This is an optimization exercise on Yosys and OpenROAD, whose aim is small area, a short achievable clock period and few clock cycles, not a production implementation.
The RTL was checked by simulation tests, not by an equivalence proof against the original design.

==> design/flow/design.v <==
module aes_sbox (
    input  logic [7:0] a,
    output logic [7:0] y
);
    logic U0,U1,U2,U3,U4,U5,U6,U7;
    logic T1,T2,T3,T4,T5,T6,T7,T8,T9,T10,T11,T12,T13,T14,T15,T16,T17,T18,T19,T20,T21,T22,T23,T24,T25,T26,T27;
    logic M1,M2,M3,M4,M5,M6,M7,M8,M9,M10,M11,M12,M13,M14,M15,M16,M17,M18,M19,M20,M21,M22,M23,M24,M25,M26,M27,M28,M29,M30;
    logic M31,M32,M33,M34,M35,M36,M37,M38,M39,M40,M41,M42,M43,M44,M45,M46,M47,M48,M49,M50,M51,M52,M53,M54,M55,M56,M57,M58,M59,M60,M61,M62,M63;
    logic L0,L1,L2,L3,L4,L5,L6,L7,L8,L9,L10,L11,L12,L13,L14,L15,L16,L17,L18,L19,L20,L21,L22,L23,L24,L25,L26,L27,L28,L29;
    assign {U0,U1,U2,U3,U4,U5,U6,U7} = a;
    assign T1 = U0 ^ U3;
    assign T2 = U0 ^ U5;
    assign T3 = U0 ^ U6;
    assign T4 = U3 ^ U5;
    assign T5 = U4 ^ U6;
    assign T6 = T1 ^ T5;
    assign T7 = U1 ^ U2;
    assign T8 = U7 ^ T6;
    assign T9 = U7 ^ T7;
    assign T10 = T6 ^ T7;
    assign T11 = U1 ^ U5;
    assign T12 = U2 ^ U5;
    assign T13 = T3 ^ T4;
    assign T14 = T6 ^ T11;
    assign T15 = T5 ^ T11;
    assign T16 = T5 ^ T12;
    assign T17 = T9 ^ T16;
    assign T18 = U3 ^ U7;
    assign T19 = T7 ^ T18;
    assign T20 = T1 ^ T19;
    assign T21 = U6 ^ U7;
    assign T22 = T7 ^ T21;
    assign T23 = T2 ^ T22;
    assign T24 = T2 ^ T10;
    assign T25 = T20 ^ T17;
    assign T26 = T3 ^ T16;
    assign T27 = T1 ^ T12;
    assign M1 = T13 & T6;
    assign M2 = T23 & T8;
    assign M3 = T14 ^ M1;
    assign M4 = T19 & U7;
    assign M5 = M4 ^ M1;
    assign M6 = T3 & T16;
    assign M7 = T22 & T9;
    assign M8 = T26 ^ M6;
    assign M9 = T20 & T17;
    assign M10 = M9 ^ M6;
    assign M11 = T1 & T15;
    assign M12 = T4 & T27;
    assign M13 = M12 ^ M11;
    assign M14 = T2 & T10;
    assign M15 = M14 ^ M11;
    assign M16 = M3 ^ M2;
    assign M17 = M5 ^ T24;
    assign M18 = M8 ^ M7;
    assign M19 = M10 ^ M15;
    assign M20 = M16 ^ M13;
    assign M21 = M17 ^ M15;
    assign M22 = M18 ^ M13;
    assign M23 = M19 ^ T25;
    assign M24 = M22 ^ M23;
    assign M25 = M22 & M20;
    assign M26 = M21 ^ M25;
    assign M27 = M20 ^ M21;
    assign M28 = M23 ^ M25;
    assign M29 = M28 & M27;
    assign M30 = M26 & M24;
    assign M31 = M20 & M23;
    assign M32 = M27 & M31;
    assign M33 = M27 ^ M25;
    assign M34 = M21 & M22;
    assign M35 = M24 & M34;
    assign M36 = M24 ^ M25;
    assign M37 = M21 ^ M29;
    assign M38 = M32 ^ M33;
    assign M39 = M23 ^ M30;
    assign M40 = M35 ^ M36;
    assign M41 = M38 ^ M40;
    assign M42 = M37 ^ M39;
    assign M43 = M37 ^ M38;
    assign M44 = M39 ^ M40;
    assign M45 = M42 ^ M41;
    assign M46 = M44 & T6;
    assign M47 = M40 & T8;
    assign M48 = M39 & U7;
    assign M49 = M43 & T16;
    assign M50 = M38 & T9;
    assign M51 = M37 & T17;
    assign M52 = M42 & T15;
    assign M53 = M45 & T27;
    assign M54 = M41 & T10;
    assign M55 = M44 & T13;
    assign M56 = M40 & T23;
    assign M57 = M39 & T19;
    assign M58 = M43 & T3;
    assign M59 = M38 & T22;
    assign M60 = M37 & T20;
    assign M61 = M42 & T1;
    assign M62 = M45 & T4;
    assign M63 = M41 & T2;
    assign L0 = M61 ^ M62;
    assign L1 = M50 ^ M56;
    assign L2 = M46 ^ M48;
    assign L3 = M47 ^ M55;
    assign L4 = M54 ^ M58;
    assign L5 = M49 ^ M61;
    assign L6 = M62 ^ L5;
    assign L7 = M46 ^ L3;
    assign L8 = M51 ^ M59;
    assign L9 = M52 ^ M53;
    assign L10 = M53 ^ L4;
    assign L11 = M60 ^ L2;
    assign L12 = M48 ^ M51;
    assign L13 = M50 ^ L0;
    assign L14 = M52 ^ M61;
    assign L15 = M55 ^ L1;
    assign L16 = M56 ^ L0;
    assign L17 = M57 ^ L1;
    assign L18 = M58 ^ L8;
    assign L19 = M63 ^ L4;
    assign L20 = L0 ^ L1;
    assign L21 = L1 ^ L7;
    assign L22 = L3 ^ L12;
    assign L23 = L18 ^ L2;
    assign L24 = L15 ^ L9;
    assign L25 = L6 ^ L10;
    assign L26 = L7 ^ L9;
    assign L27 = L8 ^ L10;
    assign L28 = L11 ^ L14;
    assign L29 = L11 ^ L17;
    assign y[7] = L6 ^ L24;
    assign y[6] = ~(L16 ^ L26);
    assign y[5] = ~(L19 ^ L28);
    assign y[4] = L6 ^ L21;
    assign y[3] = L20 ^ L22;
    assign y[2] = L25 ^ L29;
    assign y[1] = ~(L13 ^ L27);
    assign y[0] = ~(L6 ^ L23);
endmodule
module aes_inv_key_sched (
    input  logic         clk,
    input  logic         rst_n,
    input  logic         clear,
    input  logic [127:0] key_in,
    input  logic         key_valid,
    output logic         key_ready,
    output logic [127:0] rk_out,
    output logic [3:0]   rk_round,
    output logic         rk_valid,
    input  logic         rk_ready,
    output logic         rk_last,
    output logic         busy
);
    logic [127:0] key_reg;
    logic [3:0]   ctr;
    logic         busy_q, ready_q, emit_q, last_q;
    logic         dir_q;    
    logic [31:0]  w0, w1, w2, w3;
    logic [31:0]  sbox_in, rot, sub, t;
    logic [7:0]   rcon;
    logic [31:0]  n0, n1, n2, n3, t_f;
    logic         e, f;
    assign w0 = key_reg[127:96];
    assign w1 = key_reg[95:64];
    assign w2 = key_reg[63:32];
    assign w3 = key_reg[31:0];
    assign sbox_in = w3 ^ ({32{dir_q}} & w2);
    assign rot     = {sbox_in[23:0], sbox_in[31:24]};
    for (genvar b = 0; b < 4; b++) begin : g_sbox
        aes_sbox u_sbox (
            .a (rot[8*b +: 8]),
            .y (sub[8*b +: 8])
        );
    end
    always_comb begin
        case (ctr)
            4'd1:    rcon = 8'h01;
            4'd2:    rcon = 8'h02;
            4'd3:    rcon = 8'h04;
            4'd4:    rcon = 8'h08;
            4'd5:    rcon = 8'h10;
            4'd6:    rcon = 8'h20;
            4'd7:    rcon = 8'h40;
            4'd8:    rcon = 8'h80;
            4'd9:    rcon = 8'h1b;
            4'd10:   rcon = 8'h36;
            default: rcon = 8'h00;
        endcase
    end
    assign t = sub ^ {rcon, 24'h000000};
    assign e   = !emit_q || rk_ready;
    assign f   = e && !dir_q;
    assign t_f = {32{f}} & t;
    assign n0 = w0 ^ ({32{e}} & t);
    assign n1 = w1 ^ ({32{e}} & w0) ^ t_f;
    assign n2 = w2 ^ ({32{e}} & w1) ^ ({32{f}} & n0);
    assign n3 = w3 ^ ({32{e}} & w2) ^ ({32{f}} & n1);
    always_ff @(posedge clk) key_reg <= busy_q ? {n0, n1, n2, n3} : key_in;
    always_ff @(posedge clk) begin
        if (!busy_q)                      ctr <= 4'd1;
        else if (!emit_q) begin
            if (ctr != 4'd10)             ctr <= ctr + 4'd1;
        end else if (rk_ready)            ctr <= ctr - 4'd1;
    end
    logic accept, fwd_done, rk_hs, done;
    assign accept   = !busy_q && key_valid;
    assign fwd_done = busy_q && !emit_q && (ctr == 4'd10);
    assign rk_hs    = emit_q && rk_ready;
    assign done     = rk_hs && (ctr == 4'd0);
    always_ff @(posedge clk) begin
        if (clear || !busy_q) dir_q <= 1'b0;
        else if (fwd_done)    dir_q <= 1'b1;
    end
    always_ff @(posedge clk or negedge rst_n) begin
        if (!rst_n) begin
            busy_q  <= 1'b0;
            ready_q <= 1'b1;
            emit_q  <= 1'b0;
            last_q  <= 1'b0;
        end else if (clear) begin
            busy_q  <= 1'b0;
            ready_q <= 1'b1;
            emit_q  <= 1'b0;
            last_q  <= 1'b0;
        end else begin
            if (accept) begin
                busy_q  <= 1'b1;
                ready_q <= 1'b0;
            end else if (done) begin
                busy_q  <= 1'b0;
                ready_q <= 1'b1;
            end
            if (fwd_done)  emit_q <= 1'b1;
            else if (done) emit_q <= 1'b0;
            if (rk_hs) last_q <= (ctr == 4'd1);
        end
    end
    assign key_ready = ready_q;
    assign busy      = busy_q;
    assign rk_valid  = emit_q;
    assign rk_last   = last_q;
    assign rk_out    = key_reg;
    assign rk_round  = ctr;
endmodule
==> design/flow/flow/run.sh <==
#!/bin/bash
# The standard layout (standard.sh), with these changes:
#  - synthesis maps logic with an area-oriented ABC script (flow/area.abc)
#    instead of ORFS's speed script; everything else in synthesis is as in
#    synth_recipe.tcl (same register mapping, flattening and renaming);
#  - the port buffers are buf_2 cells;
#  - repair_timing works to a setup margin of MARGIN ns (the SDC and its
#    clock period are unchanged).
set -euo pipefail
D=$(pwd)
MARGIN=$(cat flow/margin.txt)
{ cat flow/my_abc.tcl; cat synth_recipe.tcl; } > my_synth.tcl
sed 's#/synth_recipe.tcl#/my_synth.tcl#' standard.sh > my_standard.sh
export MY_ABC_SCRIPT=$D/flow/area.abc
export BUFFER_PORTS_ARGS="-buffer_cell sky130_fd_sc_hd__buf_2"
export SETUP_SLACK_MARGIN=$MARGIN
bash my_standard.sh > standard.log 2>&1
==> design/flow/flow/area.abc <==
strash
&get -n
&st
&dch -f
&nf -a -R 1000
&put
topo
stime -c
buffer -c
upsize -c
dnsize -c
==> design/flow/flow/margin.txt <==
18.5
==> design/flow/flow/my_abc.tcl <==
proc abc {args} {
  set i [lsearch -exact $args -script]
  if {$i >= 0 && [info exists ::env(MY_ABC_SCRIPT)]} { lset args [expr {$i+1}] $::env(MY_ABC_SCRIPT) }
  set j [lsearch -exact $args -D]
  if {$j >= 0 && [info exists ::env(MY_ABC_NO_D)]} { set args [lreplace $args $j [expr {$j+1}]] }
  yosys abc {*}$args
}
==> design/flow/standard.sh <==
#!/bin/bash
# synth_recipe.tcl (not shown) runs the flow's synth.tcl, then flattens the netlist and writes it again
# the make line also repeats each setting of config.mk as NAME=value (left out here)
make -C /OpenROAD-flow-scripts/flow DESIGN_CONFIG=/design/flow/config.mk WORK_HOME=/design/flow/orfs CLKGATE_MAP_FILE= SYNTH_SCRIPT=/design/flow/synth_recipe.tcl "${@:-finish}"
==> design/flow/config.mk <==
export PLATFORM = sky130hd
export DESIGN_NAME = aes_inv_key_sched
export DESIGN_NICKNAME = aes_inv_key_sched
export VERILOG_FILES = /design/flow/design.v
export SDC_FILE = /design/flow/constraint.sdc
export NUM_CORES = 4
export LEC_CHECK = 0
export CAP_MARGIN = 20
export CORE_MARGIN = 2
export CORE_UTILIZATION = 40
export SLEW_MARGIN = 20
==> design/flow/constraint.sdc <==
create_clock -name core_clock -period 25.0 [get_ports {clk}]
set_input_delay 5.0000 -clock core_clock [delete_from_list [all_inputs] [get_ports {clk}]]
set_output_delay 5.0000 -clock core_clock [all_outputs]
set_load 0.01 [all_outputs]
==> results of run 1 <==
-- worst max path at each step --
stage | endpoint | cells past startpoint
after floorplan | key_reg[13] | 9
after global placement | key_reg[18] | 9
after detailed placement | key_reg[13] | 9
after CTS | rcon[3] | 10
after global routing | key_reg[26] | 25
final | key_reg[2] | 10
-- cells in the mapped netlist, types with 2 or more instances --
library cell	count	area (um2)
sky130_fd_sc_hd__nand2_1	214	803
sky130_fd_sc_hd__nand3_1	2	10.0
sky130_fd_sc_hd__xnor2_1	309	2710
sky130_fd_sc_hd__buf_1	11	41.3
sky130_fd_sc_hd__buf_6	4	45.0
sky130_fd_sc_hd__xor2_1	191	1670
sky130_fd_sc_hd__o21ai_1	3	15.0
sky130_fd_sc_hd__nor2_4	3	33.8
sky130_fd_sc_hd__nand2_2	10	62.6
sky130_fd_sc_hd__nor3_1	20	100
sky130_fd_sc_hd__clkbuf_1	44	165
sky130_fd_sc_hd__xor2_4	13	358
sky130_fd_sc_hd__nand2b_1	12	75.1
sky130_fd_sc_hd__xnor2_4	6	165
sky130_fd_sc_hd__a31oi_1	2	12.5
sky130_fd_sc_hd__a22oi_1	2	15.0
sky130_fd_sc_hd__dfrtp_1	3	75.1
sky130_fd_sc_hd__nor2b_1	12	75.1
sky130_fd_sc_hd__o21ai_0	24	120
sky130_fd_sc_hd__dfxtp_1	141	2820
sky130_fd_sc_hd__xnor2_2	25	407
sky130_fd_sc_hd__inv_1	15	56.3
sky130_fd_sc_hd__mux2_2	17	191
sky130_fd_sc_hd__o22ai_1	2	12.5
sky130_fd_sc_hd__o22a_1	17	149
sky130_fd_sc_hd__a21oi_1	112	561
sky130_fd_sc_hd__ha_1	17	213
sky130_fd_sc_hd__nor2_1	243	912
sky130_fd_sc_hd__xor2_2	18	293
sky130_fd_sc_hd__a22o_1	3	26.3
sky130_fd_sc_hd__and2_1	4	25.0
-- layout make-up --
cell class                      count  share of cell area (%)
Tap cell                          396                    3.32
Timing Repair Buffer              284                    10.3
Clock inverter                     13                   0.931
Multi-Input combinational cell   1304                    62.5
Clock buffer                       18                    2.94
Antenna cell                        1                  0.0168
Inverter                           17                   0.428
Sequential cell                   145                    19.6
-- kinds of logic after synthesis --
kind of cell / count (synthesis) / synth area share (%)
flops: 145 / 23.5
mux: 17 / 1.54
xor+xnor: 562 / 45.0
buf+inv: 76 / 2.53
simple gates: 527 / 17.4
compound gates: 177 / 8.32
fa+ha+maj: 17 / 1.71
-- per-stage QoR --
step	instance area, um2
finish	14900
detailed placement	14100
floorplan	12500
CTS	14800
global route	14900
global placement	14100
-- critical path, cell delays in order --
cell	delay (ps)
sky130_fd_sc_hd__clkbuf_4	170
sky130_fd_sc_hd__nand2b_4	260
sky130_fd_sc_hd__buf_4	180
sky130_fd_sc_hd__buf_4	150
sky130_fd_sc_hd__nand2_1	80
sky130_fd_sc_hd__xor2_1	180
sky130_fd_sc_hd__xor2_1	200
sky130_fd_sc_hd__nor2_1	70
sky130_fd_sc_hd__xnor2_1	130
sky130_fd_sc_hd__mux2_2	260
-- repair_timing --
| action | in CTS | in global routing |
|---|---|---|
| endpoints found under the hold margin | 0 | 0 |
| endpoints found under the setup margin | 76 | 38 |
| resized for setup | 9 | 12 |
| buffers inserted | 6 | 3 |
| gates cloned | 4 | 1 |
| hold buffers | 0 | 0 |
| pin swaps | 0 | 1 |
-- layer usage --
layer | share of wire [%] | vias up | global-route usage [%]
met5 | 0.031 | - | 0
met3 | 5.8 | 21 | 5.07
li1 | - | 5301 | -
met2 | 46 | 270 | 34.0
met1 | 47 | 4925 | 29.1
met4 | 0.76 | 2 | 4.16
==> impl_results.html, run 1 <==
<table>
<tr><th>Metric</th><th>Value</th></tr>
<tr><th colspan="2">Routing</th></tr>
<tr><td>Violation count after the first detailed-routing iteration</td><td>450</td></tr>
<tr><td>Total detailed-routing wirelength</td><td>34,900 um</td></tr>
<tr><td>Via count of the routed design</td><td>10.5k</td></tr>
<tr><td>Pre-antenna DRT Iters</td><td>5</td></tr>
<tr><td>Total DRC errors in the routed layout</td><td>0</td></tr>
<tr><td>Post-detailed-route count of antenna-violating nets</td><td>0</td></tr>
<tr><td>Via/cell ratio</td><td>4.83</td></tr>
<tr><td>Mean routed wirelength per cell</td><td>16.0 um</td></tr>
<tr><th colspan="2">Placement</th></tr>
<tr><td>Buffers on Ports</td><td>268</td></tr>
<tr><td>Final weighted congestion in routability-driven placement</td><td>0.876</td></tr>
<tr><td>DPL Wire Length</td><td>25,100 um</td></tr>
<tr><td>Placement Setup Slack</td><td>17,190 ps</td></tr>
<tr><td>Inst Count DP</td><td>2,132</td></tr>
<tr><th colspan="2">Die</th></tr>
<tr><td>X dimension of the die</td><td>180 um</td></tr>
<tr><td>Number of I/O pins</td><td>269</td></tr>
<tr><td>Overall die height</td><td>180 um</td></tr>
<tr><td>Die outline area</td><td>0.0325 mm2</td></tr>
<tr><td>Placeable core area</td><td>0.0306 mm2</td></tr>
<tr><td>Total number of placement rows</td><td>64</td></tr>
<tr><td>Effective utilization at floorplan</td><td>40.7%</td></tr>
<tr><th colspan="2">Hold path</th></tr>
<tr><td>Worst min-delay path endpoint</td><td>ready_q</td></tr>
<tr><td>Hold Path Origin</td><td>ready_q</td></tr>
<tr><td>Hold depth</td><td>2</td></tr>
<tr><td>Worst hold path class</td><td>reg2reg</td></tr>
<tr><th colspan="2">STA</th></tr>
<tr><td>Final number of setup-violating endpoints</td><td>0</td></tr>
<tr><td>Worst-case headroom to the max-slew limit</td><td>32.5%</td></tr>
<tr><td>Slew Limit Fails</td><td>0</td></tr>
<tr><td>Hold_ws</td><td>468 ps</td></tr>
<tr><td>Clk_skew</td><td>11.5 ps</td></tr>
<tr><td>Final critical-path setup slack</td><td>18,620 ps</td></tr>
<tr><td>Total Neg Setup Slack</td><td>0 ps</td></tr>
<tr><td>Time the worst path needs with I/O delays and setup</td><td>6380 ps</td></tr>
<tr><td>Worst Tran Pin Value</td><td>1010 ps</td></tr>
<tr><td>Unrepaired setup endpoints after global routing</td><td>true</td></tr>
<tr><td>Peak clock frequency supported by timing</td><td>157 MHz</td></tr>
<tr><td>Fin crit share</td><td>25.5%</td></tr>
<tr><td>Final Hold Fails</td><td>0</td></tr>
<tr><th colspan="2">Cells and area</th></tr>
<tr><td>Multi-input combinational cell area</td><td>0.00932 mm2</td></tr>
<tr><td>Total number of nets in the final design</td><td>1,919</td></tr>
<tr><td>Commonest cells after routing, fill and taps aside</td><td>308 x sky130_fd_sc_hd__xnor2_1, 267 x sky130_fd_sc_hd__buf_2, 241 x sky130_fd_sc_hd__nor2_1</td></tr>
<tr><td>Leading cell type in the layout, fill and taps excluded</td><td>sky130_fd_sc_hd__xnor2_1</td></tr>
<tr><td>P&amp;R area growth vs syn</td><td>19.8%</td></tr>
<tr><td>Area taken by flip-flops and latches</td><td>0.00293 mm2</td></tr>
<tr><td>Post-layout util</td><td>48.8%</td></tr>
<tr><td>Finished Layout Cells</td><td>2,178</td></tr>
<tr><td>Layout cells sized above 1</td><td>24.5%</td></tr>
<tr><td>Max reg flops</td><td>128</td></tr>
<tr><td>Total of fill cells in the finished design</td><td>3,071</td></tr>
<tr><th colspan="2">Synth</th></tr>
<tr><td>Count of distinct cell types in the synthesized netlist</td><td>53</td></tr>
<tr><td>Synthesized Nets</td><td>1,671</td></tr>
<tr><td>Ys async rst share</td><td>2.76%</td></tr>
<tr><td>Count of flip-flops with a built-in enable after synthesis</td><td>0</td></tr>
<tr><td>Yosys warns</td><td>1</td></tr>
<tr><td>Proportion of synthesized chip area in sequential cells</td><td>23.5%</td></tr>
<tr><td>Mean Syn Cell Area</td><td>8.18 um2</td></tr>
<tr><td>Number of register bits inferred by synthesis</td><td>145</td></tr>
<tr><td>Main flop type after synthesis</td><td>sky130_fd_sc_hd__dfxtp_1</td></tr>
<tr><td>Cells after Synth</td><td>1,521</td></tr>
<tr><td>Synthesized cell area</td><td>0.0124 mm2</td></tr>
<tr><th colspan="2">Clock network</th></tr>
<tr><td>Clock sinks</td><td>145</td></tr>
<tr><td>Maximum clock insertion buffer count</td><td>2</td></tr>
<tr><td>Clk slew on worst S/H paths</td><td>60 ps</td></tr>
<tr><td>Skew-Pair Late Insertion Delay</td><td>440 ps</td></tr>
<tr><td>Clock buffers created by TritonCTS</td><td>17</td></tr>
<tr><td>Clk Tree Root Cell</td><td>sky130_fd_sc_hd__clkbuf_16</td></tr>
<tr><td>H-tree levels</td><td>4</td></tr>
<tr><td>TritonCTS clock tree</td><td>done</td></tr>
<tr><th colspan="2">Worst setup path</th></tr>
<tr><td>Sort of element at the start of the critical path</td><td>primary input</td></tr>
<tr><td>Reg-to-reg setup timing slack</td><td>19,070 ps</td></tr>
<tr><td>CP required</td><td>25,330 ps</td></tr>
<tr><td>Worst R2R Path Depth</td><td>25</td></tr>
<tr><td>Reg-to-reg startpoint</td><td>dir_q</td></tr>
<tr><td>Beginning of the critical path</td><td>rk_ready</td></tr>
<tr><td>Worst setup path category</td><td>in2reg</td></tr>
<tr><td>Type of element capturing the critical path</td><td>register</td></tr>
<tr><td>Maximum fanout count along the critical path</td><td>7</td></tr>
<tr><td>Reg-to-reg critical path endpoint</td><td>key_reg[26]</td></tr>
<tr><td>Arrival time worst endpoint</td><td>6700 ps</td></tr>
<tr><th colspan="2">Run status</th></tr>
<tr><td>Outcome</td><td>finished clean</td></tr>
<tr><th colspan="2">Run</th></tr>
<tr><td>Max-cap violations</td><td>0</td></tr>
<tr><th colspan="2">Global routing</th></tr>
<tr><td>First-pass GRT wire length</td><td>55,600 um</td></tr>
<tr><td>Largest net degree at the start of global routing</td><td>102</td></tr>
<tr><td>Initial antenna violation count</td><td>2</td></tr>
<tr><td>Vias in the first global route</td><td>10.3k</td></tr>
<tr><td>Total congestion overflow after global routing</td><td>0</td></tr>
<tr><td>Global router's overall resource usage</td><td>21.2%</td></tr>
</table>
Testbench counts, summed over its fixed seeds: cycles 7,040.
==> inputs of run 2 (changes only) <==
--- a/design/flow/flow/run.sh
+++ b/design/flow/flow/run.sh
@@ -4,5 +4,5 @@
 #    instead of ORFS's speed script; everything else in synthesis is as in
 #    synth_recipe.tcl (same register mapping, flattening and renaming);
-#  - the port buffers are buf_2 cells;
+#  - the port buffers are buf_1 cells (repair_timing upsizes those on critical paths);
 #  - repair_timing works to a setup margin of MARGIN ns (the SDC and its
 #    clock period are unchanged).
@@ -13,5 +13,5 @@
 sed 's#/synth_recipe.tcl#/my_synth.tcl#' standard.sh > my_standard.sh
 export MY_ABC_SCRIPT=$D/flow/area.abc
-export BUFFER_PORTS_ARGS="-buffer_cell sky130_fd_sc_hd__buf_2"
+export BUFFER_PORTS_ARGS="-buffer_cell sky130_fd_sc_hd__buf_1"
 export SETUP_SLACK_MARGIN=$MARGIN
 bash my_standard.sh > standard.log 2>&1
==> impl_results.html, run 2 <==
<table>
<tr><th>Metric</th><th>Value</th></tr>
<tr><th colspan="2">Synth</th></tr>
<tr><td>Most used standard cell by instance count after synthesis</td><td>sky130_fd_sc_hd__xnor2_1 (unchanged)</td></tr>
<tr><td>Most common library cells after synthesis</td><td>309 x sky130_fd_sc_hd__xnor2_1, 243 x sky130_fd_sc_hd__nor2_1, 214 x sky130_fd_sc_hd__nand2_1, 191 x sky130_fd_sc_hd__xor2_1, 141 x sky130_fd_sc_hd__dfxtp_1 (unchanged)</td></tr>
<tr><td>Main flop type after synthesis</td><td>sky130_fd_sc_hd__dfxtp_1 (unchanged)</td></tr>
<tr><td>Synthesized Nets</td><td>1,671 (unchanged)</td></tr>
<tr><td>Number of register bits inferred by synthesis</td><td>145 (unchanged)</td></tr>
<tr><td>Biggest area contributors in the synthesized netlist</td><td>sky130_fd_sc_hd__dfxtp_1 23%, sky130_fd_sc_hd__xnor2_1 22%, sky130_fd_sc_hd__xor2_1 13%, sky130_fd_sc_hd__nor2_1 7.3%, sky130_fd_sc_hd__nand2_1 6.5% (unchanged)</td></tr>
<tr><td>Mean Syn Cell Area</td><td>8.18 um2 (unchanged)</td></tr>
<tr><td>Area leader, netlist</td><td>sky130_fd_sc_hd__dfxtp_1 (unchanged)</td></tr>
<tr><td>Proportion of synthesized chip area in sequential cells</td><td>23.5% (unchanged)</td></tr>
<tr><td>Ys async rst share</td><td>2.76% (unchanged)</td></tr>
<tr><td>Synthesized cell area</td><td>0.0124 mm2 (unchanged)</td></tr>
<tr><td>Cells after Synth</td><td>1,521 (unchanged)</td></tr>
<tr><td>Count of distinct cell types in the synthesized netlist</td><td>53 (unchanged)</td></tr>
<tr><td>Proportion of netlist area held by the largest area contributor</td><td>22.7% (unchanged)</td></tr>
<tr><td>Yosys warns</td><td>1 (unchanged)</td></tr>
<tr><td>Count of flip-flops with a built-in enable after synthesis</td><td>0 (unchanged)</td></tr>
<tr><th colspan="2">Cells and area</th></tr>
<tr><td>Total of fill cells in the finished design</td><td>3,072 (was 3,071)</td></tr>
<tr><td>Post-route cell area</td><td>0.0146 mm2 (was 0.0149 mm2)</td></tr>
<tr><td>Max reg flops</td><td>128 (unchanged)</td></tr>
<tr><td>Commonest cells after routing, fill and taps aside</td><td>308 x sky130_fd_sc_hd__xnor2_1, 267 x sky130_fd_sc_hd__buf_1, 241 x sky130_fd_sc_hd__nor2_1 (was 308 x sky130_fd_sc_hd__xnor2_1, 267 x sky130_fd_sc_hd__buf_2, 241 x sky130_fd_sc_hd__nor2_1)</td></tr>
<tr><td>Total number of nets in the final design</td><td>1,918 (was 1,919)</td></tr>
<tr><td>Finished Layout Cells</td><td>2,178 (unchanged)</td></tr>
<tr><td>P&amp;R area growth vs syn</td><td>17.2% (was 19.8%)</td></tr>
<tr><td>Leading cell type in the layout, fill and taps excluded</td><td>sky130_fd_sc_hd__xnor2_1 (unchanged)</td></tr>
<tr><td>Post-layout util</td><td>47.7% (was 48.8%)</td></tr>
<tr><td>Layout cells sized above 1</td><td>9.43% (was 24.5%)</td></tr>
<tr><th colspan="2">Die</th></tr>
<tr><td>Overall die height</td><td>180 um (unchanged)</td></tr>
<tr><td>Placeable core area</td><td>0.0306 mm2 (unchanged)</td></tr>
<tr><td>Number of I/O pins</td><td>269 (unchanged)</td></tr>
<tr><td>X dimension of the die</td><td>180 um (unchanged)</td></tr>
<tr><td>Total number of placement rows</td><td>64 (unchanged)</td></tr>
<tr><td>Die outline area</td><td>0.0325 mm2 (unchanged)</td></tr>
<tr><td>Effective utilization at floorplan</td><td>40.7% (unchanged)</td></tr>
<tr><th colspan="2">Routing</th></tr>
<tr><td>Pre-antenna DRT Iters</td><td>5 (unchanged)</td></tr>
<tr><td>Via/cell ratio</td><td>4.87 (was 4.83)</td></tr>
<tr><td>Via count of the routed design</td><td>10.6k (was 10.5k)</td></tr>
<tr><td>Post-detailed-route count of antenna-violating nets</td><td>0 (unchanged)</td></tr>
<tr><td>Mean routed wirelength per cell</td><td>15.9 um (was 16.0 um)</td></tr>
<tr><td>Total DRC errors in the routed layout</td><td>0 (unchanged)</td></tr>
<tr><td>Violation count after the first detailed-routing iteration</td><td>397 (was 450)</td></tr>
<tr><td>Total detailed-routing wirelength</td><td>34,600 um (was 34,900 um)</td></tr>
<tr><th colspan="2">Clock network</th></tr>
<tr><td>H-tree levels</td><td>4 (unchanged)</td></tr>
<tr><td>Clk Tree Root Cell</td><td>sky130_fd_sc_hd__clkbuf_16 (unchanged)</td></tr>
<tr><td>Maximum clock insertion buffer count</td><td>2 (unchanged)</td></tr>
<tr><td>TritonCTS clock tree</td><td>done (unchanged)</td></tr>
<tr><td>Clock sinks</td><td>145 (unchanged)</td></tr>
<tr><td>Clock buffers created by TritonCTS</td><td>17 (unchanged)</td></tr>
<tr><td>Count of hold-fix buffers inserted at cts</td><td>0 (unchanged)</td></tr>
<tr><td>Skew-Pair Late Insertion Delay</td><td>450 ps (was 440 ps)</td></tr>
<tr><td>Clk slew on worst S/H paths</td><td>60 ps (about the same)</td></tr>
<tr><th colspan="2">STA</th></tr>
<tr><td>Clk_skew</td><td>14.5 ps (was 11.5 ps)</td></tr>
<tr><td>Fin crit share</td><td>25.8% (was 25.5%)</td></tr>
<tr><td>Unrepaired setup endpoints after global routing</td><td>true (unchanged)</td></tr>
<tr><td>Final number of setup-violating endpoints</td><td>0 (unchanged)</td></tr>
<tr><td>Slew Limit Fails</td><td>0 (unchanged)</td></tr>
<tr><td>Total Neg Setup Slack</td><td>0 ps (unchanged)</td></tr>
<tr><td>Peak clock frequency supported by timing</td><td>155 MHz (was 157 MHz)</td></tr>
<tr><td>Final Hold Fails</td><td>0 (unchanged)</td></tr>
<tr><td>Time the worst path needs with I/O delays and setup</td><td>6440 ps (was 6380 ps)</td></tr>
<tr><td>Worst-case headroom to the max-slew limit</td><td>30.1% (was 32.5%)</td></tr>
<tr><td>Worst Tran Pin Value</td><td>1050 ps (was 1010 ps)</td></tr>
<tr><th colspan="2">Hold path</th></tr>
<tr><td>Worst hold path class</td><td>reg2reg (unchanged)</td></tr>
<tr><td>Hold depth</td><td>2 (unchanged)</td></tr>
<tr><th colspan="2">Run</th></tr>
<tr><td>Max-cap violations</td><td>0 (unchanged)</td></tr>
<tr><th colspan="2">Run status</th></tr>
<tr><td>Outcome</td><td>finished clean (unchanged)</td></tr>
<tr><th colspan="2">Global routing</th></tr>
<tr><td>Largest net degree at the start of global routing</td><td>108 (was 102)</td></tr>
<tr><td>Initial antenna violation count</td><td>1 (was 2)</td></tr>
<tr><td>First-pass GRT wire length</td><td>55,000 um (was 55,600 um)</td></tr>
<tr><td>Vias in the first global route</td><td>10.6k (was 10.3k)</td></tr>
<tr><td>Total congestion overflow after global routing</td><td>0 (unchanged)</td></tr>
<tr><td>Global router's overall resource usage</td><td>20.9% (was 21.2%)</td></tr>
<tr><th colspan="2">Placement</th></tr>
<tr><td>Standard cell area after detailed placement</td><td>0.0138 mm2 (was 0.0141 mm2)</td></tr>
<tr><td>Buffers on Ports</td><td>268 (unchanged)</td></tr>
<tr><td>Inst Count DP</td><td>2,132 (unchanged)</td></tr>
<tr><td>DPL Wire Length</td><td>25,000 um (was 25,100 um)</td></tr>
<tr><td>Final weighted congestion in routability-driven placement</td><td>0.851 (was 0.876)</td></tr>
<tr><th colspan="2">Worst setup path</th></tr>
<tr><td>Arrival time worst endpoint</td><td>6770 ps (was 6700 ps)</td></tr>
<tr><td>Maximum fanout count along the critical path</td><td>32 (was 7)</td></tr>
<tr><td>Worst R2R Path Depth</td><td>25 (unchanged)</td></tr>
<tr><td>Type of element capturing the critical path</td><td>register (unchanged)</td></tr>
<tr><td>CP required</td><td>25,330 ps (about the same)</td></tr>
<tr><td>Worst setup path category</td><td>in2reg (unchanged)</td></tr>
<tr><td>Sort of element at the start of the critical path</td><td>primary input (unchanged)</td></tr>
</table>
run 2: critical path, stage by stage:
cell and delay [ps]:
sky130_fd_sc_hd__clkbuf_4 200, sky130_fd_sc_hd__nand2b_4 250, sky130_fd_sc_hd__buf_12 140, sky130_fd_sc_hd__nand2b_4 110, sky130_fd_sc_hd__buf_16 190, sky130_fd_sc_hd__nor2_1 160
sky130_fd_sc_hd__xor2_1 250, sky130_fd_sc_hd__nor2_2 60, sky130_fd_sc_hd__xnor2_1 120, sky130_fd_sc_hd__mux2_2 260
run 2: cells by family after synthesis:
kind of cell,Yosys count,share of synthesized area (%)
xor gates and xnor gates,562,45.0
and+or+nand+nor,527,17.4
AOI/OAI and AO/OA,177,8.32
DFF,145,23.5
buffers and inverters,76,2.53
muxes,17,1.54
adders and majority gates,17,1.71
run 2: repair_timing:
item	CTS	global route
cloned	4	1
endpoints found under the setup margin	83	36
buffers inserted	1	7
pin swaps	0	1
resized for setup	13	10
run 2: path summary, 6_finish.rpt:
kind / slack, ps / end / start
setup / recovery: 18560 / key_reg[26] / rk_ready
hold / removal: 490 / ready_q / ready_q
setup reg to reg: 18870 / key_reg[26] / dir_q
hold reg to reg: 490 / ready_q / ready_q
max in group asynchronous: 20360 / ready_q / rst_n
min in group asynchronous: 4380 / last_q / rst_n
run 2: routing by layer:
| metal | wire (um) | global-route usage (%) |
|---|---|---|
| met5 | 0 | 0 |
| met4 | 647 | 5.97 |
| met3 | 2210 | 5.23 |
| met2 | 15500 | 33.8 |
| met1 | 16300 | 27.7 |
run 2: per-stage QoR:
| step | worst slack [ps] | hold slack (ps) |
|---|---|---|
| final | 18560 | 487 |
| after detailed placement | 17080 | 487 |
| after global placement | 17150 | 465 |
| after CTS | 18480 | 495 |
| after floorplan | 18500 | 476 |
| after global routing | 18450 | 515 |
run 2: final cells by class:
cell class	instances	area, um2	area share [%]
multi-input cells	1304	9310	63.8
flip-flops and latches	145	2930	20.1
repair buffers	283	1220	8.39
well taps	396	495	3.40
clock buffers	19	454	3.11
clock inverters	13	111	0.763
inverters	17	63.8	0.437
diodes	1	2.50	0.0172
==> inputs of run 3 (changes only) <==
==> design/flow/flow/margin.txt (replaced) <==
18.8
==> impl_results.html, run 3 <==
<table>
<tr><th>Metric</th><th>Value</th></tr>
<tr><th colspan="2">STA</th></tr>
<tr><td>Peak clock frequency supported by timing</td><td>160 MHz (was 155 MHz)</td></tr>
<tr><td>Final Hold Fails</td><td>0 (unchanged)</td></tr>
<tr><td>Clk_skew</td><td>13.8 ps (was 14.5 ps)</td></tr>
<tr><td>Worst Tran Pin Value</td><td>965 ps (was 1050 ps)</td></tr>
<tr><td>Fin crit share</td><td>25.0% (was 25.8%)</td></tr>
<tr><td>Time the worst path needs with I/O delays and setup</td><td>6240 ps (was 6440 ps)</td></tr>
<tr><td>Unrepaired setup endpoints after global routing</td><td>true (unchanged)</td></tr>
<tr><td>Worst-case headroom to the max-slew limit</td><td>35.7% (was 30.1%)</td></tr>
<tr><td>Slew Limit Fails</td><td>0 (unchanged)</td></tr>
<tr><td>Total Neg Setup Slack</td><td>0 ps (unchanged)</td></tr>
<tr><td>Final number of setup-violating endpoints</td><td>0 (unchanged)</td></tr>
<tr><th colspan="2">Hold path</th></tr>
<tr><td>Hold depth</td><td>2 (unchanged)</td></tr>
<tr><td>Worst min-delay path endpoint</td><td>ready_q (unchanged)</td></tr>
<tr><td>Hold Path Origin</td><td>ready_q (unchanged)</td></tr>
<tr><td>Worst hold path class</td><td>reg2reg (unchanged)</td></tr>
<tr><th colspan="2">Placement</th></tr>
<tr><td>Final weighted congestion in routability-driven placement</td><td>0.851 (about the same)</td></tr>
<tr><td>Standard cell area after detailed placement</td><td>0.0139 mm2 (was 0.0138 mm2)</td></tr>
<tr><td>Inst Count DP</td><td>2,131 (was 2,132)</td></tr>
<tr><td>DPL Wire Length</td><td>24,700 um (was 25,000 um)</td></tr>
<tr><td>Buffers on Ports</td><td>268 (unchanged)</td></tr>
<tr><th colspan="2">Routing</th></tr>
<tr><td>Total DRC errors in the routed layout</td><td>0 (unchanged)</td></tr>
<tr><td>Via count of the routed design</td><td>10.8k (was 10.6k)</td></tr>
<tr><td>Routed met2 length</td><td>17,700 um (was 15,500 um)</td></tr>
<tr><td>Detailed-routed wire length on met3</td><td>1730 um (was 2210 um)</td></tr>
<tr><td>Routed metal-1 wire length</td><td>16,500 um (was 16,300 um)</td></tr>
<tr><td>Highest routing layer actually used</td><td>met4 (unchanged)</td></tr>
<tr><td>Total detailed-routing wirelength</td><td>36,700 um (was 34,600 um)</td></tr>
<tr><td>Pre-antenna DRT Iters</td><td>5 (unchanged)</td></tr>
<tr><td>Mean routed wirelength per cell</td><td>16.5 um (was 15.9 um)</td></tr>
<tr><td>Violation count after the first detailed-routing iteration</td><td>569 (was 397)</td></tr>
<tr><td>Post-detailed-route count of antenna-violating nets</td><td>0 (unchanged)</td></tr>
<tr><td>Via/cell ratio</td><td>4.88 (was 4.87)</td></tr>
<tr><th colspan="2">Worst setup path</th></tr>
<tr><td>Reg-to-reg startpoint</td><td>dir_q (unchanged)</td></tr>
<tr><td>Type of element capturing the critical path</td><td>register (unchanged)</td></tr>
<tr><td>Sort of element at the start of the critical path</td><td>primary input (unchanged)</td></tr>
<tr><td>Arrival time worst endpoint</td><td>6570 ps (was 6770 ps)</td></tr>
<tr><td>Worst R2R Path Depth</td><td>23 (was 25)</td></tr>
<tr><td>Maximum fanout count along the critical path</td><td>8 (was 32)</td></tr>
<tr><td>Reg-to-reg critical path endpoint</td><td>key_reg[10] (was key_reg[26])</td></tr>
<tr><td>Worst setup path category</td><td>in2reg (unchanged)</td></tr>
<tr><td>Reg-to-reg setup timing slack</td><td>19,070 ps (was 18,870 ps)</td></tr>
<tr><td>CP required</td><td>25,330 ps (about the same)</td></tr>
<tr><th colspan="2">Die</th></tr>
<tr><td>Number of I/O pins</td><td>269 (unchanged)</td></tr>
<tr><td>Effective utilization at floorplan</td><td>40.7% (unchanged)</td></tr>
<tr><td>Die outline area</td><td>0.0325 mm2 (unchanged)</td></tr>
<tr><td>Placeable core area</td><td>0.0306 mm2 (unchanged)</td></tr>
<tr><td>Total number of placement rows</td><td>64 (unchanged)</td></tr>
<tr><td>X dimension of the die</td><td>180 um (unchanged)</td></tr>
<tr><td>Overall die height</td><td>180 um (unchanged)</td></tr>
<tr><th colspan="2">Global routing</th></tr>
<tr><td>Vias in the first global route</td><td>10.9k (was 10.6k)</td></tr>
<tr><td>Initial antenna violation count</td><td>1 (unchanged)</td></tr>
<tr><td>Global router's overall resource usage</td><td>21.9% (was 20.9%)</td></tr>
<tr><td>Largest net degree at the start of global routing</td><td>97 (was 108)</td></tr>
<tr><td>Total congestion overflow after global routing</td><td>0 (unchanged)</td></tr>
<tr><td>First-pass GRT wire length</td><td>57,200 um (was 55,000 um)</td></tr>
<tr><th colspan="2">Cells and area</th></tr>
<tr><td>Max reg flops</td><td>128 (unchanged)</td></tr>
<tr><td>Leading cell type in the layout, fill and taps excluded</td><td>sky130_fd_sc_hd__xnor2_1 (unchanged)</td></tr>
<tr><td>Finished Layout Cells</td><td>2,216 (was 2,178)</td></tr>
<tr><td>P&amp;R area growth vs syn</td><td>24.7% (was 17.2%)</td></tr>
<tr><td>Area taken by flip-flops and latches</td><td>0.00294 mm2 (was 0.00293 mm2)</td></tr>
<tr><td>Commonest cells after routing, fill and taps aside</td><td>290 x sky130_fd_sc_hd__xnor2_1, 265 x sky130_fd_sc_hd__buf_1, 231 x sky130_fd_sc_hd__nor2_1 (was 308 x sky130_fd_sc_hd__xnor2_1, 267 x sky130_fd_sc_hd__buf_1, 241 x sky130_fd_sc_hd__nor2_1)</td></tr>
<tr><td>Multi-input combinational cell area</td><td>0.00981 mm2 (was 0.00931 mm2)</td></tr>
<tr><td>Total number of nets in the final design</td><td>1,956 (was 1,918)</td></tr>
<tr><td>Total of fill cells in the finished design</td><td>2,998 (was 3,072)</td></tr>
<tr><td>Layout cells sized above 1</td><td>15.2% (was 9.43%)</td></tr>
<tr><td>Post-route cell area</td><td>0.0155 mm2 (was 0.0146 mm2)</td></tr>
<tr><th colspan="2">Clock network</th></tr>
<tr><td>TritonCTS clock tree</td><td>done (unchanged)</td></tr>
<tr><td>Clock buffers created by TritonCTS</td><td>17 (unchanged)</td></tr>
<tr><td>Clk Tree Root Cell</td><td>sky130_fd_sc_hd__clkbuf_16 (unchanged)</td></tr>
<tr><td>Maximum clock insertion buffer count</td><td>2 (unchanged)</td></tr>
<tr><td>H-tree levels</td><td>4 (unchanged)</td></tr>
<tr><td>Clk slew on worst S/H paths</td><td>70 ps (was 60 ps)</td></tr>
<tr><td>Clock sinks</td><td>145 (unchanged)</td></tr>
<tr><td>Skew-Pair Late Insertion Delay</td><td>450 ps (about the same)</td></tr>
<tr><th colspan="2">Synth</th></tr>
<tr><td>Proportion of synthesized chip area in sequential cells</td><td>23.5% (unchanged)</td></tr>
<tr><td>Mean Syn Cell Area</td><td>8.18 um2 (unchanged)</td></tr>
<tr><td>Ys async rst share</td><td>2.76% (unchanged)</td></tr>
<tr><td>Proportion of netlist area held by the largest area contributor</td><td>22.7% (unchanged)</td></tr>
<tr><td>Cells after Synth</td><td>1,521 (unchanged)</td></tr>
<tr><td>Area leader, netlist</td><td>sky130_fd_sc_hd__dfxtp_1 (unchanged)</td></tr>
<tr><td>Count of flip-flops with a built-in enable after synthesis</td><td>0 (unchanged)</td></tr>
<tr><td>Number of register bits inferred by synthesis</td><td>145 (unchanged)</td></tr>
<tr><td>Most common library cells after synthesis</td><td>309 x sky130_fd_sc_hd__xnor2_1, 243 x sky130_fd_sc_hd__nor2_1, 214 x sky130_fd_sc_hd__nand2_1, 191 x sky130_fd_sc_hd__xor2_1, 141 x sky130_fd_sc_hd__dfxtp_1 (unchanged)</td></tr>
<tr><td>Most used standard cell by instance count after synthesis</td><td>sky130_fd_sc_hd__xnor2_1 (unchanged)</td></tr>
<tr><td>Count of distinct cell types in the synthesized netlist</td><td>53 (unchanged)</td></tr>
<tr><td>Synthesized Nets</td><td>1,671 (unchanged)</td></tr>
<tr><td>Synthesized cell area</td><td>0.0124 mm2 (unchanged)</td></tr>
<tr><td>Biggest area contributors in the synthesized netlist</td><td>sky130_fd_sc_hd__dfxtp_1 23%, sky130_fd_sc_hd__xnor2_1 22%, sky130_fd_sc_hd__xor2_1 13%, sky130_fd_sc_hd__nor2_1 7.3%, sky130_fd_sc_hd__nand2_1 6.5% (unchanged)</td></tr>
<tr><td>Main flop type after synthesis</td><td>sky130_fd_sc_hd__dfxtp_1 (unchanged)</td></tr>
<tr><td>Yosys warns</td><td>1 (unchanged)</td></tr>
<tr><th colspan="2">Run</th></tr>
<tr><td>Max-cap violations</td><td>0 (unchanged)</td></tr>
<tr><th colspan="2">Run status</th></tr>
<tr><td>Outcome</td><td>finished clean (unchanged)</td></tr>
</table>
run 3: cell counts after synthesis:
Identical to the previous run, type by type.
run 3: logic make-up (layout without fill, tap and decap cells):
logic type / Yosys count / in the layout / synth area share [%]
AOI/OAI and AO/OA: 177 / 177 / 8.32
xor gates and xnor gates: 562 / 562 / 45.0
adders and majority gates: 17 / 17 / 1.71
buffers and inverters: 76 / 369 / 2.53
DFF: 145 / 145 / 23.5
muxes: 17 / 17 / 1.54
other: 0 / 1 / 0
and+or+nand+nor: 527 / 532 / 17.4
run 3: area by class of cell:
| class | count | area share [%] |
|---|---|---|
| Multi-Input combinational cell | 1305 | 63.2 |
| Sequential cell | 145 | 18.9 |
| Timing Repair Buffer | 320 | 10.5 |
| Tap cell | 396 | 3.19 |
| Clock buffer | 19 | 2.99 |
| Clock inverter | 13 | 0.750 |
| Inverter | 17 | 0.411 |
| Antenna cell | 1 | 0.0161 |
run 3: worst max-delay path by stage:
stage          startpoint     endpoint  slack (ps)  cells past startpoint
2_1_floorplan    rk_ready  key_reg[21]       18730                      9
3_3_place_gp     rk_ready  key_reg[18]       17200                      9
3_5_place_dp     rk_ready  key_reg[18]       17150                      9
4_1_cts          rk_ready  key_reg[27]       18760                     10
5_1_grt          rk_ready  key_reg[27]       18720                     10
6_report         rk_ready   key_reg[2]       18760                     10
run 3: critical path, cell delays in order:
cell and delay [ps]:
sky130_fd_sc_hd__buf_12 110, sky130_fd_sc_hd__nand2b_4 180, sky130_fd_sc_hd__buf_12 170, sky130_fd_sc_hd__buf_16 160
sky130_fd_sc_hd__nand2_4 60, sky130_fd_sc_hd__xor2_1 170, sky130_fd_sc_hd__xor2_1 230, sky130_fd_sc_hd__nor2_1 80
sky130_fd_sc_hd__xnor2_1 140, sky130_fd_sc_hd__mux2_4 260
run 3: per-layer routing:
layer | vias to the layer above | track usage [%]
li1 | 5370 | -
met1 | 5143 | 28.1
met2 | 266 | 36.9
met3 | 39 | 4.35
met4 | 0 | 7.42
met5 | - | 0
run 3: metrics by stage:
| stage | setup WS (ps) | utilization, % | hold WS (ps) |
|---|---|---|---|
| 6_report | 18760 | 50.7 | 498 |
| 3_5_place_dp | 17150 | 45.3 | 490 |
| 5_1_grt | 18720 | 50.7 | 534 |
| 3_3_place_gp | 17200 | 45.3 | 464 |
| 4_1_cts | 18760 | 48.7 | 501 |
| 2_1_floorplan | 18730 | - | 476 |
run 3: repair_timing:
item	4_1_cts	5_1_grt
setup endpoints to repair	121	86
pin swaps	8	33
setup buffers	25	16
cloned	8	3
hold buffers	0	0
gates resized for setup	23	73
==> inputs of run 4 (changes only) <==
--- a/design/flow/design.v
+++ b/design/flow/design.v
@@ -189,6 +189,6 @@
     end
     assign t = sub ^ {rcon, 24'h000000};
-    assign e   = !emit_q || rk_ready;
-    assign f   = e && !dir_q;
+    assign e   = !dir_q || rk_ready;
+    assign f   = !dir_q;    
     assign t_f = {32{f}} & t;
     assign n0 = w0 ^ ({32{e}} & t);
==> design/flow/flow/margin.txt (replaced) <==
18.0
==> impl_results.html, run 4 <==
<table>
<tr><th>Metric</th><th>Value</th></tr>
<tr><th colspan="2">Routing</th></tr>
<tr><td>Total detailed-routing wirelength</td><td>32,400 um (was 36,700 um)</td></tr>
<tr><td>Post-detailed-route count of antenna-violating nets</td><td>0 (unchanged)</td></tr>
<tr><td>Violation count after the first detailed-routing iteration</td><td>447 (was 569)</td></tr>
<tr><td>Total DRC errors in the routed layout</td><td>0 (unchanged)</td></tr>
<tr><td>Via/cell ratio</td><td>4.76 (was 4.88)</td></tr>
<tr><td>Via count of the routed design</td><td>10.3k (was 10.8k)</td></tr>
<tr><td>Pre-antenna DRT Iters</td><td>4 (was 5)</td></tr>
<tr><td>Routed metal-1 wire length</td><td>15,100 um (was 16,500 um)</td></tr>
<tr><td>Mean routed wirelength per cell</td><td>14.9 um (was 16.5 um)</td></tr>
<tr><td>Detailed-routed wire length on met3</td><td>1470 um (was 1730 um)</td></tr>
<tr><td>Routed met2 length</td><td>15,300 um (was 17,700 um)</td></tr>
<tr><td>Highest routing layer actually used</td><td>met4 (unchanged)</td></tr>
<tr><th colspan="2">Global routing</th></tr>
<tr><td>First-pass GRT wire length</td><td>51,000 um (was 57,200 um)</td></tr>
<tr><td>Total congestion overflow after global routing</td><td>0 (unchanged)</td></tr>
<tr><td>Initial antenna violation count</td><td>0 (was 1)</td></tr>
<tr><td>Largest net degree at the start of global routing</td><td>99 (was 97)</td></tr>
<tr><td>Global router's overall resource usage</td><td>20.1% (was 21.9%)</td></tr>
<tr><td>Vias in the first global route</td><td>10.3k (was 10.9k)</td></tr>
<tr><th colspan="2">Cells and area</th></tr>
<tr><td>Max reg flops</td><td>128 (unchanged)</td></tr>
<tr><td>Layout cells sized above 1</td><td>5.73% (was 15.2%)</td></tr>
<tr><td>Leading cell type in the layout, fill and taps excluded</td><td>sky130_fd_sc_hd__xnor2_1 (unchanged)</td></tr>
<tr><td>Number of antenna cells inserted</td><td>0 (was 1)</td></tr>
<tr><td>P&amp;R area growth vs syn</td><td>16.3% (was 24.7%)</td></tr>
<tr><td>Total of fill cells in the finished design</td><td>3,071 (was 2,998)</td></tr>
<tr><td>Total number of nets in the final design</td><td>1,916 (was 1,956)</td></tr>
<tr><td>Commonest cells after routing, fill and taps aside</td><td>390 x sky130_fd_sc_hd__xnor2_1, 272 x sky130_fd_sc_hd__nor2_1, 268 x sky130_fd_sc_hd__buf_1 (was 290 x sky130_fd_sc_hd__xnor2_1, 265 x sky130_fd_sc_hd__buf_1, 231 x sky130_fd_sc_hd__nor2_1)</td></tr>
<tr><th colspan="2">STA</th></tr>
<tr><td>Final critical-path setup slack</td><td>18,290 ps (was 18,760 ps)</td></tr>
<tr><td>Final Hold Fails</td><td>0 (unchanged)</td></tr>
<tr><td>Unrepaired setup endpoints after global routing</td><td>false (was true)</td></tr>
<tr><td>Worst-case headroom to the max-slew limit</td><td>35.6% (was 35.7%)</td></tr>
<tr><td>Clk_skew</td><td>13.3 ps (was 13.8 ps)</td></tr>
<tr><td>Total Neg Setup Slack</td><td>0 ps (unchanged)</td></tr>
<tr><td>Worst Tran Pin Value</td><td>966 ps (was 965 ps)</td></tr>
<tr><td>Peak clock frequency supported by timing</td><td>149 MHz (was 160 MHz)</td></tr>
<tr><td>Fin crit share</td><td>26.8% (was 25.0%)</td></tr>
<tr><td>Time the worst path needs with I/O delays and setup</td><td>6710 ps (was 6240 ps)</td></tr>
<tr><td>Slew Limit Fails</td><td>0 (unchanged)</td></tr>
<tr><td>Final number of setup-violating endpoints</td><td>0 (unchanged)</td></tr>
<tr><th colspan="2">Synth</th></tr>
<tr><td>Ys async rst share</td><td>2.76% (unchanged)</td></tr>
<tr><td>Mean Syn Cell Area</td><td>7.86 um2 (was 8.18 um2)</td></tr>
<tr><td>Proportion of synthesized chip area in sequential cells</td><td>24.3% (was 23.5%)</td></tr>
<tr><td>Synthesized cell area</td><td>0.0120 mm2 (was 0.0124 mm2)</td></tr>
<tr><td>Count of flip-flops with a built-in enable after synthesis</td><td>0 (unchanged)</td></tr>
<tr><td>Main flop type after synthesis</td><td>sky130_fd_sc_hd__dfxtp_1 (unchanged)</td></tr>
<tr><td>Most used standard cell by instance count after synthesis</td><td>sky130_fd_sc_hd__xnor2_1 (unchanged)</td></tr>
<tr><td>Synthesized Nets</td><td>1,679 (was 1,671)</td></tr>
<tr><td>Count of distinct cell types in the synthesized netlist</td><td>49 (was 53)</td></tr>
<tr><td>Yosys warns</td><td>1 (unchanged)</td></tr>
<tr><td>Biggest area contributors in the synthesized netlist</td><td>sky130_fd_sc_hd__xnor2_1 29%, sky130_fd_sc_hd__dfxtp_1 23%, sky130_fd_sc_hd__xor2_1 10%, sky130_fd_sc_hd__nor2_1 8.5%, sky130_fd_sc_hd__nand2_1 6.5% (was sky130_fd_sc_hd__dfxtp_1 23%, sky130_fd_sc_hd__xnor2_1 22%, sky130_fd_sc_hd__xor2_1 13%, sky130_fd_sc_hd__nor2_1 7.3%, sky130_fd_sc_hd__nand2_1 6.5%)</td></tr>
<tr><td>Number of register bits inferred by synthesis</td><td>145 (unchanged)</td></tr>
<tr><td>Proportion of netlist area held by the largest area contributor</td><td>28.5% (was 22.7%)</td></tr>
<tr><td>Area leader, netlist</td><td>sky130_fd_sc_hd__xnor2_1 (was sky130_fd_sc_hd__dfxtp_1)</td></tr>
<tr><td>Most common library cells after synthesis</td><td>391 x sky130_fd_sc_hd__xnor2_1, 272 x sky130_fd_sc_hd__nor2_1, 208 x sky130_fd_sc_hd__nand2_1, 145 x sky130_fd_sc_hd__a21oi_1, 144 x sky130_fd_sc_hd__xor2_1 (was 309 x sky130_fd_sc_hd__xnor2_1, 243 x sky130_fd_sc_hd__nor2_1, 214 x sky130_fd_sc_hd__nand2_1, 191 x sky130_fd_sc_hd__xor2_1, 141 x sky130_fd_sc_hd__dfxtp_1)</td></tr>
<tr><td>Cells after Synth</td><td>1,529 (was 1,521)</td></tr>
<tr><th colspan="2">Clock network</th></tr>
<tr><td>Count of hold-fix buffers inserted at cts</td><td>0 (unchanged)</td></tr>
<tr><td>Skew-Pair Late Insertion Delay</td><td>440 ps (was 450 ps)</td></tr>
<tr><td>Clock sinks</td><td>145 (unchanged)</td></tr>
<tr><td>Clock buffers created by TritonCTS</td><td>17 (unchanged)</td></tr>
<tr><td>Clk Tree Root Cell</td><td>sky130_fd_sc_hd__clkbuf_16 (unchanged)</td></tr>
<tr><td>Clk slew on worst S/H paths</td><td>70 ps (about the same)</td></tr>
<tr><td>Maximum clock insertion buffer count</td><td>2 (unchanged)</td></tr>
<tr><td>H-tree levels</td><td>4 (unchanged)</td></tr>
<tr><td>TritonCTS clock tree</td><td>done (unchanged)</td></tr>
<tr><th colspan="2">Hold path</th></tr>
<tr><td>Hold depth</td><td>2 (unchanged)</td></tr>
<tr><td>Worst min-delay path endpoint</td><td>ready_q (unchanged)</td></tr>
<tr><td>Worst hold path class</td><td>reg2reg (unchanged)</td></tr>
<tr><td>Hold Path Origin</td><td>ready_q (unchanged)</td></tr>
<tr><th colspan="2">Worst setup path</th></tr>
<tr><td>Reg-to-reg setup timing slack</td><td>18,580 ps (was 19,070 ps)</td></tr>
<tr><td>Maximum fanout count along the critical path</td><td>57 (was 8)</td></tr>
<tr><td>Cells along the critical path</td><td>buf_1 &gt; nand2b_4 &gt; buf_8 &gt; nand2_1 &gt; xnor2_1 &gt; xnor2_1 &gt; nor2_1 &gt; xnor2_1 &gt; a21oi_1 (was buf_12 &gt; nand2b_4 &gt; buf_12 &gt; buf_16 &gt; nand2_4 &gt; xor2_1 &gt; xor2_1 &gt; nor2_1 &gt; xnor2_1 &gt; mux2_4)</td></tr>
<tr><td>Reg-to-reg critical path endpoint</td><td>key_reg[18] (was key_reg[10])</td></tr>
<tr><td>Reg-to-reg startpoint</td><td>dir_q (unchanged)</td></tr>
<tr><td>Cell class contributing the biggest share of worst-path delay</td><td>buffers and inverters (was XOR/XNOR gates)</td></tr>
<tr><td>Standard cell with the maximum stage delay on the critical path</td><td>sky130_fd_sc_hd__nand2b_4 (was sky130_fd_sc_hd__mux2_4)</td></tr>
<tr><td>CP required</td><td>25,270 ps (was 25,330 ps)</td></tr>
<tr><td>Count of buffering cells on the critical path with inverters included</td><td>2 (was 3)</td></tr>
<tr><td>Worst setup path category</td><td>in2reg (unchanged)</td></tr>
<tr><td>Most Frequent Cell on Critical Path</td><td>sky130_fd_sc_hd__xnor2_1</td></tr>
<tr><td>Critical Path Max Stage Delay</td><td>400 ps (was 260 ps)</td></tr>
<tr><td>Sort of element at the start of the critical path</td><td>primary input (unchanged)</td></tr>
<tr><td>Type of element capturing the critical path</td><td>register (unchanged)</td></tr>
<tr><td>Arrival time worst endpoint</td><td>6980 ps (was 6570 ps)</td></tr>
<tr><td>Worst R2R Path Depth</td><td>24 (was 23)</td></tr>
<tr><th colspan="2">Die</th></tr>
<tr><td>Number of I/O pins</td><td>269 (unchanged)</td></tr>
<tr><td>Effective utilization at floorplan</td><td>40.5% (was 40.7%)</td></tr>
<tr><td>Die outline area</td><td>0.0314 mm2 (was 0.0325 mm2)</td></tr>
<tr><td>X dimension of the die</td><td>177 um (was 180 um)</td></tr>
<tr><td>Placeable core area</td><td>0.0296 mm2 (was 0.0306 mm2)</td></tr>
<tr><td>Overall die height</td><td>177 um (was 180 um)</td></tr>
<tr><td>Total number of placement rows</td><td>63 (was 64)</td></tr>
<tr><th colspan="2">Run</th></tr>
<tr><td>Max-cap violations</td><td>0 (unchanged)</td></tr>
<tr><th colspan="2">Placement</th></tr>
<tr><td>Buffers on Ports</td><td>268 (unchanged)</td></tr>
<tr><td>Final weighted congestion in routability-driven placement</td><td>0.887 (was 0.851)</td></tr>
<tr><td>Placement Setup Slack</td><td>17,440 ps (was 17,150 ps)</td></tr>
<tr><td>DPL Wire Length</td><td>23,800 um (was 24,700 um)</td></tr>
<tr><th colspan="2">Run status</th></tr>
<tr><td>Outcome</td><td>finished clean (unchanged)</td></tr>
</table>
[run 4: changes by cell type after synthesis, sizes merged, moves of 13 or more]
cell,change
nor2,+28
nand2,-13
xor2,-59
o22a,-16
o21ai,-17
nor3,-18
xnor2,+75
a21oi,+33
nand2b,+14
mux2,-17
[run 4: area by class of cell]
| cell class | count | area (um2) | area share (%) |
|---|---|---|---|
| multi-input cells | 1314 | 8840 | 63.3 |
| repair buffers | 274 | 1080 | 7.76 |
| clock buffers | 18 | 450 | 3.22 |
| inverters | 14 | 52.6 | 0.376 |
| well taps | 390 | 488 | 3.49 |
| flip-flops and latches | 145 | 2930 | 21.0 |
| clock inverters | 14 | 121 | 0.869 |
[run 4: worst max-delay path by stage]
stage,from,end,slack (ps),cells past startpoint
final,rk_ready,key_reg[8],18290,9
after global placement,rk_ready,key_reg[10],17550,9
after floorplan,rk_ready,key_reg[7],18470,8
after CTS,rk_ready,key_reg[8],18100,9
after detailed placement,rk_ready,key_reg[8],17440,9
after global routing,dir_q,key_reg[18],17990,24
[run 4: layer usage]
layer	vias up	global-route usage (%)
li1	5236	-
met5	-	0
met4	0	5.12
met1	4811	26.3
met3	29	3.34
met2	247	34.3
[run 4: cells by family after synthesis]
group,after synthesis,synth area share (%)
XOR/XNOR,578,45.3
AND/OR/NAND/NOR,547,18.6
AO/OA/AOI/OAI,169,7.53
flip-flops,145,24.3
buffers and inverters,72,2.42
adder cells (fa/ha/maj),17,1.77
multiplexers,1,0.0833
[run 4: what timing repair did]
item | 4_1_cts | 5_1_grt
endpoints found under the hold margin | 0 | 0
buffers inserted | 0 | 1
cloned | 0 | 2
resized for setup | 2 | 7
endpoints found under the setup margin | 23 | 70
[run 4: stage by stage]
step | area [um2] | cells | util, % | hold WS, ps
floorplan | 12000 | 1529 | - | 467
global placement | 13300 | 2134 | 45.0 | 450
detailed placement | 13300 | 2134 | 45.0 | 458
CTS | 13900 | 2166 | 46.9 | 468
global route | 14000 | 2169 | 47.1 | 494
finish | 14000 | 2169 | 47.1 | 464
[run 4: worst register-to-register path: stages (launching register included)]
cell and delay [ps]:
sky130_fd_sc_hd__dfxtp_4 670, sky130_fd_sc_hd__buf_12 350, sky130_fd_sc_hd__nand2_1 190, sky130_fd_sc_hd__xor2_2 220, sky130_fd_sc_hd__xnor2_1 460, sky130_fd_sc_hd__xor2_1 490, sky130_fd_sc_hd__xnor2_1 180, sky130_fd_sc_hd__ha_1 330
sky130_fd_sc_hd__xnor2_1 190, sky130_fd_sc_hd__xnor2_1 110, sky130_fd_sc_hd__xnor2_1 380, sky130_fd_sc_hd__a21oi_1 110, sky130_fd_sc_hd__xnor2_1 380, sky130_fd_sc_hd__xor2_1 320, sky130_fd_sc_hd__xor2_1 240, sky130_fd_sc_hd__nor2_2 100
sky130_fd_sc_hd__xnor2_4 290, sky130_fd_sc_hd__xnor2_2 190, sky130_fd_sc_hd__xor2_1 210, sky130_fd_sc_hd__xnor2_1 190, sky130_fd_sc_hd__nand2b_1 110, sky130_fd_sc_hd__xnor2_1 220, sky130_fd_sc_hd__nor2_1 80, sky130_fd_sc_hd__xnor2_1 160
sky130_fd_sc_hd__a21oi_1 80
Testbench counts of run 4, summed over its fixed seeds: cycles 7,040.

afterwards: timing with drivers on the ports:
The flow's constraints put no driver on any port. The routed layouts listed below were extracted and timed again, unchanged, in two steps. Step 1: set_driving_cell puts a clkbuf_16 on clk and a buf_2 on each other input, an assumption about the parent block. Step 2 also shifts input and output timing later by t, the mid clock arrival at the registers, as if the neighbouring blocks saw the same clock. a / b / c = ideal / step 1 / step 2; a / b = the first two.
run | t, ns | setup slack, ns | pins driven straight from the clock port
run 1 | 0.486 | 18.621 / 18.622 / 18.162 | 1
run 2 | 0.492 | 18.562 / 18.587 / 18.094 | 1
run 3 | 0.496 | 18.762 / 18.764 / 18.268 | 1
run 4 | 0.479 | 18.289 / 18.309 / 17.830 | 1
After both steps setup and hold are still met in every run listed. For run 3, which loses most, drivers alone change the setup slack by +0.002 ns; drivers and shift together by -0.494 ns.
